This is an optimization exercise on Yosys and OpenROAD, whose aim is small area and a short achievable clock period, not a production implementation. In this exercise RTL edits were held to simulation tests only and were not proved equivalent to the original.

File: flow/constraint.sdc
create_clock -name core_clock -period 14.5 [get_ports {clk}]
set_input_delay 2.9000 -clock core_clock [delete_from_list [all_inputs] [get_ports {clk}]]
set_output_delay 2.9000 -clock core_clock [all_outputs]
set_load 0.01 [all_outputs]
File: flow/config.mk
export PLATFORM = sky130hd
export DESIGN_NAME = fp_mul_top
export DESIGN_NICKNAME = fp_mul_top
export VERILOG_FILES = /design/flow/design.v
export SDC_FILE = /design/flow/constraint.sdc
export NUM_CORES = 4
export LEC_CHECK = 0
export CAP_MARGIN = 20
export CORE_MARGIN = 2
export CORE_UTILIZATION = 40
export SLEW_MARGIN = 20
File: flow/run.sh
#!/bin/bash
# synth_recipe.tcl (not shown) runs the flow's synth.tcl, then flattens the netlist and writes it again
# the make line also repeats each setting of config.mk as NAME=value (left out here)
make -C /OpenROAD-flow-scripts/flow DESIGN_CONFIG=/design/flow/config.mk WORK_HOME=/design/flow/orfs CLKGATE_MAP_FILE= SYNTH_SCRIPT=/design/flow/synth_recipe.tcl finish
File: flow/design.v
package fp_format_pkg;
  typedef logic [31:0] fp_word_t;
  typedef logic [7:0] exp_t;
  typedef logic [22:0] frac_t;
  typedef logic [23:0] sig_t;
  typedef logic [47:0] prod_t;
  typedef logic [26:0] norm_sig_t;
  typedef struct packed {
    logic  sign;
    exp_t  exp;
    frac_t frac;
  } fp_fields_t;
  localparam int exp_bias  = 127;
  localparam int sig_width = 24;  
endpackage
package fpm_ctrl_pkg;
  typedef enum logic [2:0] {
    rne = 3'd0,  
    rtz = 3'd1,  
    rdn = 3'd2,
    rup = 3'd3,
    rmm = 3'd4   
  } round_mode_e;
  typedef struct packed {
    logic nan;
    logic inf;
    logic zer;
  } exc_flags_t;
  typedef struct packed {
    logic ovrf;
    logic udrf;
  } range_flags_t;
endpackage
module booth_multiple_gen #(
  parameter int sig_width = 24
) (
  input  logic [sig_width-1:0] sig_y,
  output logic [sig_width+2:0] mult_1y,
  output logic [sig_width+2:0] mult_2y,
  output logic [sig_width+2:0] mult_3y,
  output logic [sig_width+2:0] mult_4y
);
  logic [sig_width+2:0] y_ext;
  assign y_ext = {3'b000, sig_y};
  assign mult_1y = y_ext;
  assign mult_2y = y_ext << 1;
  assign mult_4y = y_ext << 2;
  assign mult_3y = mult_2y + y_ext;
endmodule
module booth_digit #(
  parameter int sig_width = 24
) (
  input  logic [3:0]           group,  
  input  logic [sig_width+2:0] mult_1y,
  input  logic [sig_width+2:0] mult_2y,
  input  logic [sig_width+2:0] mult_3y,
  input  logic [sig_width+2:0] mult_4y,
  output logic [sig_width+2:0] pp,
  output logic                 neg
);
  logic [2:0]           digit_mag;  
  logic [sig_width+2:0] mag_sel;
  always_comb begin
    case (group)
      4'b0001, 4'b0010, 4'b1101, 4'b1110: digit_mag = 3'd1;
      4'b0011, 4'b0100, 4'b1011, 4'b1100: digit_mag = 3'd2;
      4'b0101, 4'b0110, 4'b1001, 4'b1010: digit_mag = 3'd3;
      4'b0111, 4'b1000:                   digit_mag = 3'd4;
      default:                            digit_mag = 3'd0;
    endcase
  end
  always_comb begin
    case (digit_mag)
      3'd1:    mag_sel = mult_1y;
      3'd2:    mag_sel = mult_2y;
      3'd3:    mag_sel = mult_3y;
      3'd4:    mag_sel = mult_4y;
      default: mag_sel = '0;
    endcase
  end
  assign neg = group[3] & ~(&group[2:0]);
  assign pp = neg ? ~mag_sel : mag_sel;
endmodule
module pp_accumulate
#(
  parameter int  sig_width = 24,
  localparam int digits    = sig_width / 3 + 1
) (
  input  logic [digits-1:0][sig_width+2:0] pp_bus,
  input  logic [digits-1:0]    neg_bus,
  output fp_format_pkg::prod_t                product
);
  localparam int pp_w   = sig_width + 3;
  localparam int prod_w = $bits(product);
  fp_format_pkg::prod_t pp_ext;
  fp_format_pkg::prod_t neg_ext;
  always_comb begin
    product = '0;
    pp_ext  = '0;
    neg_ext = '0;
    for (int i = 0; i < digits; i++) begin
      pp_ext  = {{(prod_w - pp_w){pp_bus[i][pp_w-1]}}, pp_bus[i]};
      neg_ext = prod_w'(neg_bus[i]);  
      product = product + (pp_ext << (3 * i)) + (neg_ext << (3 * i));
    end
  end
endmodule
module sig_multiplier
#(
  parameter int sig_width = 24
) (
  input  logic [sig_width-1:0] sig_x,
  input  logic [sig_width-1:0] sig_y,
  output fp_format_pkg::prod_t                product
);
  localparam int digits = sig_width / 3 + 1;  
  localparam int pp_w   = sig_width + 3;
  logic [3*digits:0]   x_ext;  
  logic [pp_w-1:0]     mult_1y, mult_2y, mult_3y, mult_4y;
  logic [digits-1:0][pp_w-1:0] pp_bus;
  logic [digits-1:0]   neg_bus;
  assign x_ext = {{(3 * digits - sig_width){1'b0}}, sig_x, 1'b0};
  booth_multiple_gen #(.sig_width(sig_width)) booth_multiple_gen_inst (
    .sig_y   (sig_y),
    .mult_1y (mult_1y),
    .mult_2y (mult_2y),
    .mult_3y (mult_3y),
    .mult_4y (mult_4y)
  );
  for (genvar i = 0; i < digits; i++) begin : g_digit
    booth_digit #(.sig_width(sig_width)) booth_digit_inst (
      .group   (x_ext[3*i+3 -: 4]),  
      .mult_1y (mult_1y),
      .mult_2y (mult_2y),
      .mult_3y (mult_3y),
      .mult_4y (mult_4y),
      .pp      (pp_bus[i]),
      .neg     (neg_bus[i])
    );
  end
  pp_accumulate #(.sig_width(sig_width)) pp_accumulate_inst (
    .pp_bus  (pp_bus),
    .neg_bus (neg_bus),
    .product (product)
  );
endmodule
module norm_round
(
  input  fp_format_pkg::prod_t       product,
  input  logic        sign_z,
  input  logic [2:0]  r_mode,  
  output fp_format_pkg::frac_t       frac_z,
  output logic        renorm
);
  fp_format_pkg::prod_t       shifted;
  fp_format_pkg::norm_sig_t   norm_sig;
  fp_format_pkg::sig_t        trunc_sig;
  logic        guard;
  logic        round_bit;
  logic        sticky;
  logic [24:0] sig_keep;
  logic [24:0] sig_plus;
  logic [24:0] rounded;
  assign shifted = product[47] ? product : product << 1;
  assign norm_sig = {shifted[47:22], |shifted[21:0]};
  assign trunc_sig = norm_sig[26:3];
  assign guard     = norm_sig[2];
  assign round_bit = norm_sig[1];
  assign sticky    = norm_sig[0];
  assign sig_keep = {1'b0, trunc_sig};
  assign sig_plus = trunc_sig + 1'b1;  
  always_comb begin
    case (r_mode)
      fpm_ctrl_pkg::rne: begin
        if (guard && (round_bit || sticky || trunc_sig[0])) begin
          rounded = sig_plus;
        end else begin
          rounded = sig_keep;
        end
      end
      fpm_ctrl_pkg::rtz: rounded = sig_keep;
      fpm_ctrl_pkg::rdn: rounded = (sign_z && (guard || round_bit || sticky)) ? sig_plus : sig_keep;
      fpm_ctrl_pkg::rup: rounded = (!sign_z && (guard || round_bit || sticky)) ? sig_plus : sig_keep;
      default: begin
        rounded = guard ? sig_plus : sig_keep;
      end
    endcase
  end
  assign frac_z = rounded[22:0];
  assign renorm = product[47] | rounded[24];
endmodule
module exp_exc_pack
(
  input  logic         clk,
  input  logic         reset,
  input  fp_format_pkg::fp_fields_t   op_x,
  input  fp_format_pkg::fp_fields_t   op_y,
  input  fp_format_pkg::frac_t        frac_z,
  input  logic         renorm,
  output fp_format_pkg::fp_word_t     fp_z,
  output fpm_ctrl_pkg::range_flags_t range
);
  localparam fp_format_pkg::fp_word_t qnan_word = 32'h7FC0_0000;  
  logic [8:0]   exp_sum;
  logic [8:0]   bias;
  fp_format_pkg::exp_t         exp_z;
  logic         sign_z;
  logic         x_nan, y_nan, x_inf, y_inf, x_zer, y_zer;
  logic         x_max, y_max;
  fpm_ctrl_pkg::range_flags_t range_next;
  fpm_ctrl_pkg::exc_flags_t   exc;
  fp_format_pkg::fp_fields_t   result;
  assign exp_sum = op_x.exp + op_y.exp;
  assign bias    = renorm ? 9'(fp_format_pkg::exp_bias - 1) : 9'(fp_format_pkg::exp_bias);
  assign range_next.ovrf = exp_sum >= (9'd255 + bias);
  assign range_next.udrf = exp_sum <= bias;
  assign exp_z  = 8'(exp_sum - bias);
  assign sign_z = op_x.sign ^ op_y.sign;
  assign x_max = &op_x.exp;
  assign y_max = &op_y.exp;
  assign x_zer = ~|op_x.exp;  
  assign y_zer = ~|op_y.exp;
  assign x_nan = x_max & (|op_x.frac);
  assign y_nan = y_max & (|op_y.frac);
  assign x_inf = x_max & ~(|op_x.frac);
  assign y_inf = y_max & ~(|op_y.frac);
  assign exc.nan = x_nan | y_nan | (x_max & y_zer) | (y_max & x_zer);
  assign exc.inf = x_inf | y_inf | range_next.ovrf;
  assign exc.zer = x_zer | y_zer | range_next.udrf;
  always_comb begin
    result.sign = sign_z;
    result.exp  = exp_z;
    result.frac = frac_z;
    if (exc.nan) begin
      result = qnan_word;
    end else if (exc.inf) begin
      result.exp  = '1;
      result.frac = '0;
    end else if (exc.zer) begin
      result.exp  = '0;
      result.frac = '0;
    end
  end
  always_ff @(posedge clk) begin
    if (reset) begin
      fp_z  <= '0;
      range <= '0;
    end else begin
      fp_z  <= 32'(result);
      range <= range_next;
    end
  end
endmodule
module fp_mul_top
(
  input  logic        clk,
  input  logic        reset,
  input  logic [2:0]  r_mode,  
  input  logic [31:0] fp_x,
  input  logic [31:0] fp_y,
  output logic [31:0] fp_z,
  output logic        ovrf,
  output logic        udrf
);
  fp_format_pkg::fp_fields_t   op_x, op_y;
  fp_format_pkg::sig_t         sig_x, sig_y;
  fp_format_pkg::prod_t        product;
  fp_format_pkg::frac_t        frac_z;
  logic         renorm;
  logic         sign_z;
  fpm_ctrl_pkg::range_flags_t range;
  assign op_x = fp_x;
  assign op_y = fp_y;
  assign sig_x  = {1'b1, op_x.frac};  
  assign sig_y  = {1'b1, op_y.frac};
  assign sign_z = op_x.sign ^ op_y.sign;
  sig_multiplier #(.sig_width(fp_format_pkg::sig_width)) sig_multiplier_inst (
    .sig_x   (sig_x),
    .sig_y   (sig_y),
    .product (product)
  );
  norm_round norm_round_inst (
    .product (product),
    .sign_z  (sign_z),
    .r_mode  (r_mode),
    .frac_z  (frac_z),
    .renorm  (renorm)
  );
  exp_exc_pack exp_exc_pack_inst (
    .clk    (clk),
    .reset  (reset),
    .op_x   (op_x),
    .op_y   (op_y),
    .frac_z (frac_z),
    .renorm (renorm),
    .fp_z   (fp_z),
    .range  (range)
  );
  assign ovrf = range.ovrf;
  assign udrf = range.udrf;
endmodule
==> run_results.csv <==
group,metric,value,unit
placement,postPlaceCellArea,25200,sq um
grt,grt_pass1_wl,123,mm
worst_setup_path,worst-setup-path-type,"input port to register",
placement,portBuffers,102,
routing,drt_iter0_drc,2463,
sta,hold-worst-slack,3350,ps
sta,fin_ws,328,ps
sta,hold_viol_final,0,
routing,routed_wl,80.5,mm
yosys,syn-instance-count,2489,
yosys,synth_top_area_cell,"fa_1",
finish,diodes,0,
floorplan,die-width,224,um
sta,period_share,97.7,%
worst_setup_path,crit_end,"exp_exc_pack_inst.fp_z[12]",
yosys,netlist.area_leader.share,17.6,%
floorplan,io_pins,103,
routing,drt_first_pass_iters,9,
clock_tree,cts_tree,"built",
placement,dp_slack,-1310,ps
sta,tightest_slew,945,ps
run,maxCapViolations,0,
floorplan,die_h,224,um
grt,antenna_found_initial,2,
routing,num_vias,21900,
placement,dp_cells,3621,
finish,drive_gt1_share,28.3,%
sta,fmax,70.6,MHz
yosys,yosysUniqueCellTypes,94,
worst_setup_path,start_kind,"input port",
yosys,synth_area_leaders,"fa_1 18%, xnor2_1 12%, ha_1 11%, a22oi_1 4.1%, inv_1 4.0%",
routing,drt-vias-per-instance,5.97,
sta,drv_slew,0,
routing,postRouteAntennaNets,0,
grt,grt_usage,31.1,%
sta,setup_viol,0,
yosys,ys_seq_area_share,3.52,%
grt,gr-total-overflow,0,
worst_setup_path,cp_slowest_stage_delay,580,ps
routing,drt_drc_violations_left,0,
worst_setup_path,crit_arrival,14340,ps
finish,fillers,4423,
worst_setup_path,crit_required,14670,ps
yosys,syn-cell-area,19300,sq um
yosys,yosys_warnings,4,
finish,final_cells,3668,
grt,grt_pass1_vias,22000,
finish,final_net_count,3462,
yosys,yosys_register_bits,34,
yosys,syn_area_per_cell,7.76,sq um
clock_tree,cts.sinks,34,
worst_setup_path,startpoint,"fp_y[2]",
sta,max_slew_margin,36.9,%
clock_tree,cts_buffer_depth,2,
clock_tree,htree_levels,2,
floorplan,die-area,50100,sq um
clock_tree,root_buffer,"clkbuf_16",
worst_setup_path,cp_common_cell,"buf_4",
worst_setup_path,cp_slowest_cell,"fa_1",
placement,post-dp-hpwl,65.8,mm
clock_tree,clkTransAtPathRegs,50,ps
floorplan,rows,80,
clock_tree,numCtsBuffers,5,
worst_setup_path,cp_max_fo,4,
yosys,synth_edf_count,0,
placement,place.gp.congestion,1.02,
finish,area_growth,37.6,%
sta,fin_setup_tns,0,ps
routing,routedWlPerCell,21.9,um
worst_setup_path,crit_path_end_kind,"register",
floorplan,design.core.area,47700,sq um
floorplan,start_util,40.5,%
yosys,synth_top_flop_cell,"dfxtp_1",
status,status,"timing/DRC/antenna clean",
yosys,async_flop_share,0,%
sta,rsz0062_at_grt,"yes",
grt,grt_max_degree,34,
finish,stdcell_area,26600,sq um
sta,fin_crit,14170,ps
yosys,synth.net_count,2899,
hold_path,hp-class,"input port to register",
[synth_stat cells, types with 62 or more instances]
master / n
o21ai_0: 79
xor2_1: 62
a222oi_1: 62
xnor2_1: 255
ha_1: 171
fa_1: 170
a21oi_1: 138
o22ai_1: 64
nor2_1: 199
a22oi_1: 105
inv_1: 205
nand2_1: 167
clkbuf_1: 176
[critical path, delay by kind of cell]
family | cells | cell delay (ps)
adder cells (fa/ha/maj) | 8 | 3150
AO/OA/AOI/OAI | 20 | 4140
multiplexers | 1 | 120
AND/OR/NAND/NOR | 13 | 2290
buffers and inverters | 9 | 1310
XOR/XNOR | 3 | 440
[per-stage QoR]
| stage | utilization [%] |
|---|---|
| floorplan | - |
| global placement | 52.7 |
| detailed placement | 52.7 |
| CTS | 53.7 |
| global route | 55.7 |
| finish | 55.7 |
[worst min path at each step]
stage                     slack, ps  cells after the start                       start                          to
after floorplan                2970                      1                       reset  exp_exc_pack_inst.fp_z[22]
after global placement         3640                      1  exp_exc_pack_inst.fp_z[31]                    fp_z[31]
after detailed placement       3630                      1   exp_exc_pack_inst.fp_z[7]                     fp_z[7]
after CTS                      3350                      3                    fp_x[31]  exp_exc_pack_inst.fp_z[31]
after global routing           3370                      3                    fp_x[31]  exp_exc_pack_inst.fp_z[31]
final                          3350                      3                    fp_x[31]  exp_exc_pack_inst.fp_z[31]
[kinds of logic (layout without fill, tap and decap cells)]
family / after synthesis / in the layout / synth area share [%]
compound gates: 741 / 741 / 27.6
mux: 55 / 55 / 3.04
fa+ha+maj: 341 / 341 / 28.7
simple gates: 601 / 601 / 14.9
xor+xnor: 318 / 318 / 14.5
buf+inv: 399 / 963 / 7.80
flops: 34 / 34 / 3.52
[flip-flops by register name (all words and copies together) (netlist names)]
signal                   count
exp_exc_pack_inst.range      2
exp_exc_pack_inst.fp_z      32
[cell usage in the layout (no fill, tap or decap), types with 9 or more instances in the layout]
cell,count
o22ai_1,60
nand4_1,24
o21ai_2,10
ha_1,154
a222oi_1,62
a31oi_1,26
xor2_1,61
xnor2_1,243
a21o_1,28
a22o_1,44
ha_4,13
o21ai_0,64
mux2i_1,45
nor2b_1,11
o21bai_1,12
dlymetal6s2s_1,10
nand2b_1,13
nand2_1,164
o211ai_1,12
o21ai_1,10
nor3_1,32
or3_1,9
nor4_1,9
a22oi_1,105
buf_4,630
and3_1,12
nor2_1,188
inv_2,13
nand3_1,42
o21a_1,14
a221oi_1,41
inv_1,196
dfxtp_1,34
xnor2_2,12
clkdlybuf4s50_1,87
fa_1,168
and2_1,10
a21oi_2,19
a21oi_1,112
[routing by layer]
metal / vias up / track usage (%) / part of all wire [%]
li1: 10100 / - / -
met5: - / 0 / 0.016
met3: 233 / 3.48 / 8.0
met2: 1062 / 54.6 / 47
met1: 10500 / 38.0 / 39
met4: 2 / 14.8 / 5.9
[final cells by class]
cell class | instances | area, sq um | area share [%]
multi-input cells | 2056 | 18200 | 68.4
repair buffers | 744 | 5980 | 22.5
inverters | 211 | 800 | 3.01
well taps | 615 | 769 | 2.89
flip-flops and latches | 34 | 681 | 2.56
clock buffers | 8 | 166 | 0.626
[timing repair]
| action | CTS | global route |
|---|---|---|
| hold buffers | 0 | 0 |
| gates cloned | 0 | 1 |
| setup endpoints to repair | 33 | 33 |
| resized for setup | 57 | 169 |
| pin swaps | 19 | 95 |
| setup buffers | 8 | 30 |

-- static timing again, ports no longer ideal --
The flow's constraints put no driver on any port. The routed layout listed below was extracted and timed again, unchanged, in two steps.
Step 1 sets driving cells, clkbuf_16 on the clock port and buf_2 on the other inputs (assumed; they add their load-dependent delay and slew).
Step 2 moves the port delays by t, midway between the first and last clock arrival at a register: inputs arrive t later, outputs are due t later. That takes back most of the time a late clock gives input paths.
Three values: ideal ports, drivers, drivers and shift; two values: the first two.
t (ns): 0.311
setup WS [ns]: 0.328 / 0.329 / 0.018
hold WS [ns]: 3.353 / 3.351 / 3.649
worst slew at a driven data input, ns: 0.05
After both steps setup and hold are still met in this run. For this run, drivers alone change the setup slack by +0.001 ns; drivers and shift together by -0.310 ns.
